Source: an optimization exercise on an open RTL-to-GDS flow (aim: small area). Production flows keep margins and buffers that such runs may drop.
The RTL was checked by simulation tests, not by an equivalence proof against the original design.
Power is estimated from default activity; no workload was simulated.

## the previous run
Design simdCore, start of the top module:
module simdCore (
    input wire clk,
    input wire rst,
    input wire [18-1:0] instr,
    input wire ack,
    input wire [16-1:0] rdata,
    output logic [10-1:0] instrAddr,
    output logic req,
    output logic [10+16:0] memReq,
    output logic done
);
Size: roughly 820 cells after synthesis, ~240 flip-flops, roughly 76 I/O pins, about 9300 sq um of cells after synthesis.
Settings: LEC_CHECK=0, CAP_MARGIN=20, CORE_MARGIN=2, CORE_UTILIZATION=40, SLEW_MARGIN=20; clock period 8.0 ns.
run.sh (not shown) runs the stock make flow with config.mk's settings and CLKGATE_MAP_FILE= SYNTH_SCRIPT=/design/flow/synth_recipe.tcl, a recipe that flattens the netlist after the stock synthesis.
The previous run: flow complete, layout not clean; failing: negative setup slack
The following lists how the current run was set up differently from the previous run:
-- flow/design.v --
<<< the previous run, line 89
        isNot = 1'b0; isLoad = 1'b0; isStore = 1'b0; isSet = 1'b0; isHalt = 1'b0;
        useImm = 1'b0;
        if (op < 6'd18)
        begin
            mode = 2'(op % 6'd3);
            case (op / 6'd3)
                6'd0: isAdd = 1'b1;
                6'd1: begin isAdd = 1'b1; useImm = 1'b1; end
                6'd2: isSub = 1'b1;
                6'd3: begin isSub = 1'b1; useImm = 1'b1; end
                6'd4: isMul = 1'b1;
                default: begin isMul = 1'b1; useImm = 1'b1; end
            endcase
        end
        else if (op >= 6'd27 && op < 6'd36)
        begin
            mode = 2'((op - 6'd27) % 6'd3);
            case ((op - 6'd27) / 6'd3)
                6'd0: isAnd = 1'b1;
                6'd1: isOr = 1'b1;
                default: isNot = 1'b1;
            endcase
        end
        else if (op >= 6'd38 && op < 6'd47)
        begin
            mode = 2'((op - 6'd38) % 6'd3);
            case ((op - 6'd38) / 6'd3)
                6'd0: isLoad = 1'b1;
                6'd1: isStore = 1'b1;
                default: begin isSet = 1'b1; useImm = 1'b1; end
            endcase
        end
        else if (op == 6'd63)
            isHalt = 1'b1;
    end
    always_comb
>>> the current run, line 89
        isNot = 1'b0; isLoad = 1'b0; isStore = 1'b0; isSet = 1'b0; isHalt = 1'b0;
        useImm = 1'b0;
        case (op)
            6'd0, 6'd3, 6'd6, 6'd9, 6'd12, 6'd15, 6'd27, 6'd30, 6'd33, 6'd38, 6'd41, 6'd44: mode = 2'd0;
            6'd1, 6'd4, 6'd7, 6'd10, 6'd13, 6'd16, 6'd28, 6'd31, 6'd34, 6'd39, 6'd42, 6'd45: mode = 2'd1;
            6'd2, 6'd5, 6'd8, 6'd11, 6'd14, 6'd17, 6'd29, 6'd32, 6'd35, 6'd40, 6'd43, 6'd46: mode = 2'd2;
            default: mode = 2'd0;
        endcase
        case (op)
            6'd0, 6'd1, 6'd2: isAdd = 1'b1;
            6'd3, 6'd4, 6'd5: begin isAdd = 1'b1; useImm = 1'b1; end
            6'd6, 6'd7, 6'd8: isSub = 1'b1;
            6'd9, 6'd10, 6'd11: begin isSub = 1'b1; useImm = 1'b1; end
            6'd12, 6'd13, 6'd14: isMul = 1'b1;
            6'd15, 6'd16, 6'd17: begin isMul = 1'b1; useImm = 1'b1; end
            6'd27, 6'd28, 6'd29: isAnd = 1'b1;
            6'd30, 6'd31, 6'd32: isOr = 1'b1;
            6'd33, 6'd34, 6'd35: isNot = 1'b1;
            6'd38, 6'd39, 6'd40: isLoad = 1'b1;
            6'd41, 6'd42, 6'd43: isStore = 1'b1;
            6'd44, 6'd45, 6'd46: begin isSet = 1'b1; useImm = 1'b1; end
            6'd63: isHalt = 1'b1;
            default: ;
        endcase
    end
    always_comb
==> run notes <==
- The current run: done, clean on timing, DRC and antenna
- Summary: clock skew, the current run better than the previous run
- Gate count of the mapped netlist in the current run is 205 below the previous run.
- Re time the worst path needs with I/O delays and setup: the previous run and the current run aren't equal, and the higher value belongs to the previous run.
- Against the previous run, the current run comes in 10 lower on setup fix buffers added after clock tree synthesis.
- In the final reports, the cell area of the current run is smaller than that of the previous run.
- For die area, dividing the value from the previous run by the value from the current run gives 1.2.
- Wire length (the previous run / the current run): 1.5
- The current run ended up with a lower number of non-clock buffers than the previous run did.
- Total of clock buffers placed in the layout | the current run below the previous run

* * *

The RTL this note starts from:
==> flow/design.v <==
`timescale 1ns/1ns
`default_nettype none
package simdPkg;
    typedef enum logic [6-1:0] {
        opAddRegH = 6'd0, opAddRegO, opAddRegQ,
        opAddImmH = 6'd3, opAddImmO, opAddImmQ,
        opSubRegH = 6'd6, opSubRegO, opSubRegQ,
        opSubImmH = 6'd9, opSubImmO, opSubImmQ,
        opMulRegH = 6'd12, opMulRegO, opMulRegQ,
        opMulImmH = 6'd15, opMulImmO, opMulImmQ,
        opAndH = 6'd27, opAndO, opAndQ,
        opOrH = 6'd30, opOrO, opOrQ,
        opNotH = 6'd33, opNotO, opNotQ,
        opLoadH = 6'd38, opLoadO, opLoadQ,
        opStoreH = 6'd41, opStoreO, opStoreQ,
        opSetH = 6'd44, opSetO, opSetQ,
        opHalt = 6'd63
    } opcodeT;
    typedef enum logic [1:0] {laneH, laneO, laneQ} laneModeT;
    typedef enum logic [2:0] {aluAdd, aluSub, aluMul, aluAnd, aluOr, aluNot, aluSet} aluOpT;
    typedef enum logic [2:0] {classAlu, classLoad, classStore, classHalt, classNop} instrClassT;
    typedef enum logic [2:0] {
        stIdle, stFetch, stDecode, stExecute, stMemory, stWriteBack, stHalt
    } coreStateT;
    typedef logic [$clog2(4)-1:0] regIdxT;
    typedef struct packed {
        instrClassT instrClass;
        aluOpT aluOp;
        laneModeT mode;
        regIdxT srcA;
        regIdxT srcB;
        regIdxT dest;
        logic writesReg;
        logic useImm;                           
        logic [16-1:0] immValue;
    } decodedInstT;
    typedef struct packed {
        logic [10-1:0] addr;
        logic write;
        logic [16-1:0] wdata;
    } memReqT;
endpackage
`default_nettype wire
`timescale 1ns/1ns
`timescale 1ns/1ns
`timescale 1ns/1ns
`timescale 1ns/1ns
`timescale 1ns/1ns
`default_nettype none
module simdCore (
    input wire clk,
    input wire rst,
    input wire [18-1:0] instr,
    input wire ack,
    input wire [16-1:0] rdata,
    output logic [10-1:0] instrAddr,
    output logic req,
    output logic [10+16:0] memReq,
    output logic done
);
    localparam logic [1:0] sClr = 2'd0;        
    localparam logic [1:0] sRun = 2'd1;        
    localparam logic [1:0] sMem = 2'd2;        
    localparam logic [1:0] sDone = 2'd3;
    logic [1:0] state;
    logic [3:0] k;                              
    logic [3:0] cnt;                            
    logic [9:0] pc;
    logic memDone;
    logic [15:0] rf [0:11];                     
    logic [15:0] t;
    logic d1, d2;                               
    logic a1;                                   
    logic prevB;                                
    logic [1:0] dig;                            
    logic [1:0] cur;                            
    logic [1:0] carry;
    logic inClr, inRun, inMem;
    assign inClr = (state == sClr);
    assign inRun = (state == sRun);
    assign inMem = (state == sMem);
    logic [5:0] op;
    logic [3:0] dsum;
    logic [1:0] mode;                           
    logic isHalt, isMem, isStore, isLoad, isMul, wr1;
    logic isArith, isSub, isSet, isNot, isOr;
    logic useImm, selR0, selR3;
    assign op = instr[17:12];
    assign dsum = {2'b0, op[1:0]} + {2'b0, op[3:2]} + {2'b0, op[5:4]}
                + {3'b0, op[5] & (op[3] | op[2])};
    always_comb
    begin
        case (dsum)
            4'd0, 4'd3, 4'd6, 4'd9: mode = 2'd0;
            4'd1, 4'd4, 4'd7, 4'd10: mode = 2'd1;
            default: mode = 2'd2;
        endcase
    end
    assign isHalt = &op;                                                       
    assign isMem = op[5] & ~op[4] & ((~op[3] & op[2] & op[1]) | (op[3] & ~op[2]));     
    assign isStore = op[5] & ~op[4] & op[3] & ~op[2] & (op[1] | op[0]);       
    assign isLoad = isMem & ~isStore;
    assign isMul = ~op[5] & ((~op[4] & op[3] & op[2]) | (op[4] & ~op[3] & ~op[2] & ~op[1]));    
    assign isArith = ~op[5] & ~op[4] & ~(op[3] & op[2]);                       
    assign isSet = op[5] & ~op[4] & op[3] & op[2] & ~(op[1] & op[0]);          
    assign wr1 = isArith | isSet
               | (~op[5] & op[4] & op[3] & (op[2] | (op[1] & op[0])))
               | (op[5] & ~op[4] & ~op[3] & ~op[2]);
    assign isSub = op[3] | (op[2] & op[1]);                                    
    assign isNot = op[5] & (op[1] | op[0]);                                    
    assign isOr = op[5] | (op[2] & op[1]);                                     
    assign useImm = op[5] ? op[3] : (~(op[4] & op[3]) & (op[0] ^ mode[0]));
    assign selR0 = useImm | isMem;
    assign selR3 = op[5] & ~op[3] & ~op[2] & (op[1] | op[0]);                 
    logic [1:0] ai;                             
    logic [1:0] bi;                             
    assign ai = selR0 ? instr[11:10] : (selR3 ? instr[1:0] : instr[3:2]);
    assign bi = instr[1:0];
    logic laneStart;                            
    logic laneLow2;                             
    logic immBit;
    logic immLo, immMid, immHi;
    always_comb
    begin
        case (mode)
            2'd1:
            begin
                laneStart = (k[2:0] == 3'd0);
                laneLow2 = (k[2:1] == 2'd0);
            end
            2'd2:
            begin
                laneStart = (k[1:0] == 2'd0);
                laneLow2 = ~k[1];
            end
            default:
            begin
                laneStart = (k == 4'd0);
                laneLow2 = (k[3:1] == 3'd0);
            end
        endcase
    end
    assign immLo = instr[k[1:0]];
    assign immMid = instr[4 + k[1:0]];
    assign immHi = instr[8 + k[0]];
    always_comb
    begin
        if (mode[1])
            immBit = immLo;
        else if (!mode[0] && k[3])
            immBit = (k[2:1] == 2'd0) ? immHi : 1'b0;
        else
            immBit = k[2] ? immMid : immLo;
    end
    logic [2:0] aBank, bBank;
    logic aBit, bBit, bOp;
    logic [3:0] bankOut;
    always_comb
    begin
        for (int r = 0; r < 4; r++)
            case (mode)
                2'd1: bankOut[r] = rf[4 + r][0];
                2'd2: bankOut[r] = rf[8 + r][0];
                default: bankOut[r] = rf[r][0];
            endcase
        aBit = bankOut[ai];
        bBit = bankOut[bi];
    end
    assign bOp = useImm ? immBit : bBit;
    logic [2:0] di;
    logic mulPre, mulWin, mulFirst, mulLast;
    logic [3:0] cntDec;
    logic capNow;
    logic [1:0] digNext;
    logic [2:0] mSum;
    assign di = cnt[2:0];
    assign mulPre = cnt[3];
    assign cntDec = cnt - 4'd1;
    assign capNow = k[0] && (k[3:1] == cntDec[2:0]);
    assign digNext = capNow ? {bOp, prevB} : dig;
    always_comb
    begin
        case (mode)
            2'd1:
            begin
                mulWin = (k[3] == di[2]);
                mulFirst = (di[1:0] == 2'd3);
                mulLast = (di[1:0] == 2'd0);
            end
            2'd2:
            begin
                mulWin = (k[3:2] == di[2:1]);
                mulFirst = di[0];
                mulLast = ~di[0];
            end
            default:
            begin
                mulWin = 1'b1;
                mulFirst = (di == 3'd7);
                mulLast = (di == 3'd0);
            end
        endcase
    end
    assign mSum = {2'b0, (mulFirst || laneLow2) ? 1'b0 : d2}
                + {2'b0, cur[1] && a1 && !laneStart}
                + {2'b0, cur[0] && aBit}
                + {1'b0, laneStart ? 2'b0 : carry};
    logic bAdd;
    logic cIn;
    logic [1:0] aSum;
    assign bAdd = isSub ? ~bOp : bOp;
    assign cIn = laneStart ? isSub : carry[0];
    assign aSum = {1'b0, aBit} + {1'b0, bAdd} + {1'b0, cIn};
    logic res;
    logic wen;
    always_comb
    begin
        if (isArith)
            res = aSum[0];
        else if (isMul)
            res = mSum[0];
        else if (isLoad)
            res = t[0];
        else if (isSet)
            res = bOp;
        else if (isNot)
            res = ~aBit;
        else if (isOr)
            res = aBit | bOp;
        else
            res = aBit & bOp;
    end
    assign wen = inRun && (wr1 || (isMul && !mulPre && mulWin && mulLast) || (isLoad && memDone));
    logic [2:0] wBank;
    logic [3:0] wReg;
    logic wBit;
    always_comb
    begin
        for (int b = 0; b < 3; b++)
            wBank[b] = inClr || (wen && (mode == 2'(b)));
        for (int r = 0; r < 4; r++)
            wReg[r] = inClr || (ai == 2'(r));
    end
    assign wBit = res && !inClr;
    always_ff @(posedge clk)
    begin
        for (int n = 0; n < 12; n++)
        begin
            if (wBank[n / 4] && wReg[n % 4])
                rf[n] <= {wBit, rf[n][15:1]};
            else
                rf[n] <= {rf[n][0], rf[n][15:1]};
        end
    end
    logic tIn, tLoad, tShift, tHold;
    assign tIn = isMul ? (mulWin ? mSum[0] : t[0]) : aBit;
    assign tLoad = inMem && req && ack && !isStore;
    assign tShift = !inMem;
    assign tHold = inMem && !(req && ack && !isStore);
    always_ff @(posedge clk)
    begin
        t <= ({16{tShift}} & {tIn, t[15:1]}) | ({16{tLoad}} & rdata) | ({16{tHold}} & t);
        d1 <= t[0];
        d2 <= d1;
        a1 <= aBit;
        prevB <= bOp;
        dig <= digNext;
        if (k == 4'd15)
            cur <= digNext;
        carry <= isMul ? mSum[2:1] : {1'b0, aSum[1]};
    end
    logic [9:0] pcInc;
    logic [10:0] pcCarry;
    logic pcStep;
    always_comb
    begin
        pcCarry[0] = pcStep;
        for (int i = 0; i < 10; i++)
        begin
            pcInc[i] = pc[i] ^ pcCarry[i];
            pcCarry[i + 1] = pc[i] & pcCarry[i];
        end
    end
    assign pcStep = inRun && !isHalt && (k == 4'd15) && !((isMem && !memDone) || (isMul && cnt != 4'd0));
    always_ff @(posedge clk)
    begin
        if (rst)
            pc <= '0;
        else
            pc <= pcInc;
    end
    always_ff @(posedge clk)
    begin
        if (rst)
        begin
            state <= sClr;
            k <= 4'd0;
            cnt <= 4'd8;
            memDone <= 1'b0;
            req <= 1'b0;
        end
        else
        begin
            k <= k + 4'd1;
            case (state)
                sClr: if (k == 4'd15) state <= sRun;
                sRun:
                begin
                    if (isHalt)
                        state <= sDone;
                    else if (k == 4'd15)
                    begin
                        if (isMem && !memDone)
                            state <= sMem;
                        else if (isMul && cnt != 4'd0)
                            cnt <= cntDec;
                        else
                        begin
                            memDone <= 1'b0;
                            cnt <= 4'd8;
                        end
                    end
                end
                sMem:
                begin
                    if (!memDone)
                    begin
                        if (!req && !ack)
                            req <= 1'b1;         
                        if (req && ack)
                        begin
                            req <= 1'b0;
                            memDone <= 1'b1;
                        end
                    end
                    else if (k == 4'd15)
                        state <= sRun;
                end
                default: ;                       
            endcase
        end
    end
    assign instrAddr = pc;
    assign done = (state == sDone);
    assign memReq = {instr[9:0], isStore, t};
endmodule
`default_nettype wire
Settings: LEC_CHECK=0, ABC_AREA=1, CAP_MARGIN=20, CORE_MARGIN=2, CORE_UTILIZATION=40, SLEW_MARGIN=20; clock period 8.0 ns.
standard.sh (not shown) runs the stock make flow with config.mk's settings and CLKGATE_MAP_FILE= SYNTH_SCRIPT=/design/flow/synth_recipe.tcl, a recipe that flattens the netlist after the stock synthesis.
==> flow/flow/run.sh <==
#!/bin/bash
# The standard layout (standard.sh) with these changes in how it is made:
#  - synthesis maps all logic, adders included, with ABC and an area-oriented
#    script: a copy of the ORFS scripts folder where abc_area.script is
#    flow/abc_area.script (ABC_AREA is 1 in config.mk) and synth.tcl skips
#    the full/half adder extraction; the registers are mapped as before,
#  - the port buffers are the smallest buffer cell (every port still gets one),
#  - clock tree synthesis uses clkbuf_8 in clusters of 20 and adds no dummy loads.
set -euo pipefail
here=$(pwd)
rm -rf "$here/scripts_area"
cp -r "$FLOW_HOME/scripts" "$here/scripts_area"
cp "$here/flow/abc_area.script" "$here/scripts_area/abc_area.script"
python3 "$here/flow/skip_adders.py" "$here/scripts_area/synth.tcl" > "$here/skip_adders.log" 2>&1
export SCRIPTS_DIR="$here/scripts_area"
export BUFFER_PORTS_ARGS="-buffer_cell sky130_fd_sc_hd__buf_1"
export CTS_ARGS="-sink_clustering_enable -repair_clock_nets -dont_use_dummy_load -buf_list {sky130_fd_sc_hd__clkbuf_8} -sink_clustering_size 20 -sink_clustering_max_diameter 60"
bash standard.sh finish > "$here/standard_flow.log" 2>&1
==> flow/flow/abc_area.script <==
strash
&get -n
&deepsyn -J 5 -S 7
&put
dch -f
amap
topo
==> flow/flow/skip_adders.py <==
# Removes the full/half adder extraction and mapping from ORFS's synth.tcl,
# so that ABC maps that logic with the rest.
import sys
path = sys.argv[1]
text = open(path).read()
start = text.index("  # extract the full adders")
end = text.index("  dont_use_after_adder_step", start)
text = text[:start] + "  # adder extraction skipped: ABC maps the adders\n" + text[end:]
open(path, "w").write(text)
print("skipped adder extraction in", path)
The first run completed without violations.
Edit:
--- a/flow/design.v
+++ b/flow/design.v
@@ -68,12 +68,11 @@
     logic [9:0] pc;
     logic memDone;
+    assign memDone = !cnt[3];
     logic [15:0] rf [0:11];                     
     logic [15:0] t;
-    logic d1, d2;                               
-    logic a1;                                   
     logic prevB;                                
     logic [1:0] dig;                            
     logic [1:0] cur;                            
-    logic [1:0] carry;
+    logic [2:0] carry;                          
     logic inClr, inRun, inMem;
     assign inClr = (state == sClr);
@@ -118,5 +117,4 @@
     assign bi = instr[1:0];
     logic laneStart;                            
-    logic laneLow2;                             
     logic immBit;
     logic immLo, immMid, immHi;
@@ -127,15 +125,12 @@
             begin
                 laneStart = (k[2:0] == 3'd0);
-                laneLow2 = (k[2:1] == 2'd0);
             end
             2'd2:
             begin
                 laneStart = (k[1:0] == 2'd0);
-                laneLow2 = ~k[1];
             end
             default:
             begin
                 laneStart = (k == 4'd0);
-                laneLow2 = (k[3:1] == 3'd0);
             end
         endcase
@@ -173,5 +168,4 @@
     logic capNow;
     logic [1:0] digNext;
-    logic [2:0] mSum;
     assign di = cnt[2:0];
     assign mulPre = cnt[3];
@@ -202,22 +196,19 @@
         endcase
     end
-    assign mSum = {2'b0, (mulFirst || laneLow2) ? 1'b0 : d2}
-                + {2'b0, cur[1] && a1 && !laneStart}
-                + {2'b0, cur[0] && aBit}
-                + {1'b0, laneStart ? 2'b0 : carry};
-    logic bAdd;
-    logic cIn;
-    logic [1:0] aSum;
-    assign bAdd = isSub ? ~bOp : bOp;
-    assign cIn = laneStart ? isSub : carry[0];
-    assign aSum = {1'b0, aBit} + {1'b0, bAdd} + {1'b0, cIn};
+    logic [3:0] sum;
+    logic [2:0] pend;
+    logic u0, v0, u1, u2;
+    assign pend = laneStart ? {2'b0, isSub && !isMul} : carry;
+    assign u0 = aBit && (!isMul || cur[0]);
+    assign v0 = !isMul && (bOp ^ isSub);
+    assign u1 = isMul && cur[1] && aBit;
+    assign u2 = isMul && !mulFirst && t[0];
+    assign sum = {1'b0, pend} + {3'b0, u0} + {3'b0, v0} + {2'b0, u1, 1'b0} + {1'b0, u2, 2'b0};
     logic res;
     logic wen;
     always_comb
     begin
-        if (isArith)
-            res = aSum[0];
-        else if (isMul)
-            res = mSum[0];
+        if (isArith || isMul)
+            res = sum[0];
         else if (isLoad)
             res = t[0];
@@ -254,5 +245,5 @@
     end
     logic tIn, tLoad, tShift, tHold;
-    assign tIn = isMul ? (mulWin ? mSum[0] : t[0]) : aBit;
+    assign tIn = isMul ? (mulWin ? sum[0] : t[0]) : aBit;
     assign tLoad = inMem && req && ack && !isStore;
     assign tShift = !inMem;
@@ -261,12 +252,9 @@
     begin
         t <= ({16{tShift}} & {tIn, t[15:1]}) | ({16{tLoad}} & rdata) | ({16{tHold}} & t);
-        d1 <= t[0];
-        d2 <= d1;
-        a1 <= aBit;
         prevB <= bOp;
         dig <= digNext;
         if (k == 4'd15)
             cur <= digNext;
-        carry <= isMul ? mSum[2:1] : {1'b0, aSum[1]};
+        carry <= sum[3:1];
     end
     logic [9:0] pcInc;
@@ -297,5 +285,4 @@
             k <= 4'd0;
             cnt <= 4'd8;
-            memDone <= 1'b0;
             req <= 1'b0;
         end
@@ -317,5 +304,4 @@
                         else
                         begin
-                            memDone <= 1'b0;
                             cnt <= 4'd8;
                         end
@@ -331,5 +317,5 @@
                         begin
                             req <= 1'b0;
-                            memDone <= 1'b1;
+                            cnt <= 4'd0;
                         end
                     end
What happened:
- global-route usage is higher by 0.17 points
- combinational power is higher by roughly a tenth
- hold slack got worse by 0.011 ns
- cell count stays flat
- design area is lower slightly
- worst setup slack got worse by 0.21 ns

-- afterwards: timing with drivers on the ports --
Ports are ideal in the flow. The routed layouts listed here were re-timed in OpenROAD. Step 1, drivers: a clkbuf_16 drives clk and a buf_2 each remaining input, both assumed. Step 2 adds t to the input delays and takes it off the output delays; t is the mean of the earliest and latest rising clock arrival at the registers after step 1. Input paths then give back, and output paths get back, about the clock's delay inside the block. Three values: ideal, step 1, step 2; two values: the first two.
run | shift t [ns] | setup slack, ns | hold WS [ns] | latest minus earliest clock arrival (ns)
the previous run | 0.528 | -0.428 / -0.427 / -0.955 | 0.318 / 0.318 / 0.318 | 0.016 / 0.016
the current run | 0.552 | 1.388 / 1.406 / 0.855 | 0.313 / 0.313 / 0.313 | 0.011 / 0.011
the first run of note 2 | 0.508 | 1.570 / 1.568 / 1.060 | 0.323 / 0.323 / 0.323 | 0.063 / 0.063
the second run of note 2 | 0.516 | 1.358 / 1.368 / 0.852 | 0.312 / 0.312 / 0.312 | 0.043 / 0.043
The setup slack of the current run, which loses most, moves by +0.018 ns with the drivers and by -0.533 ns with both steps.
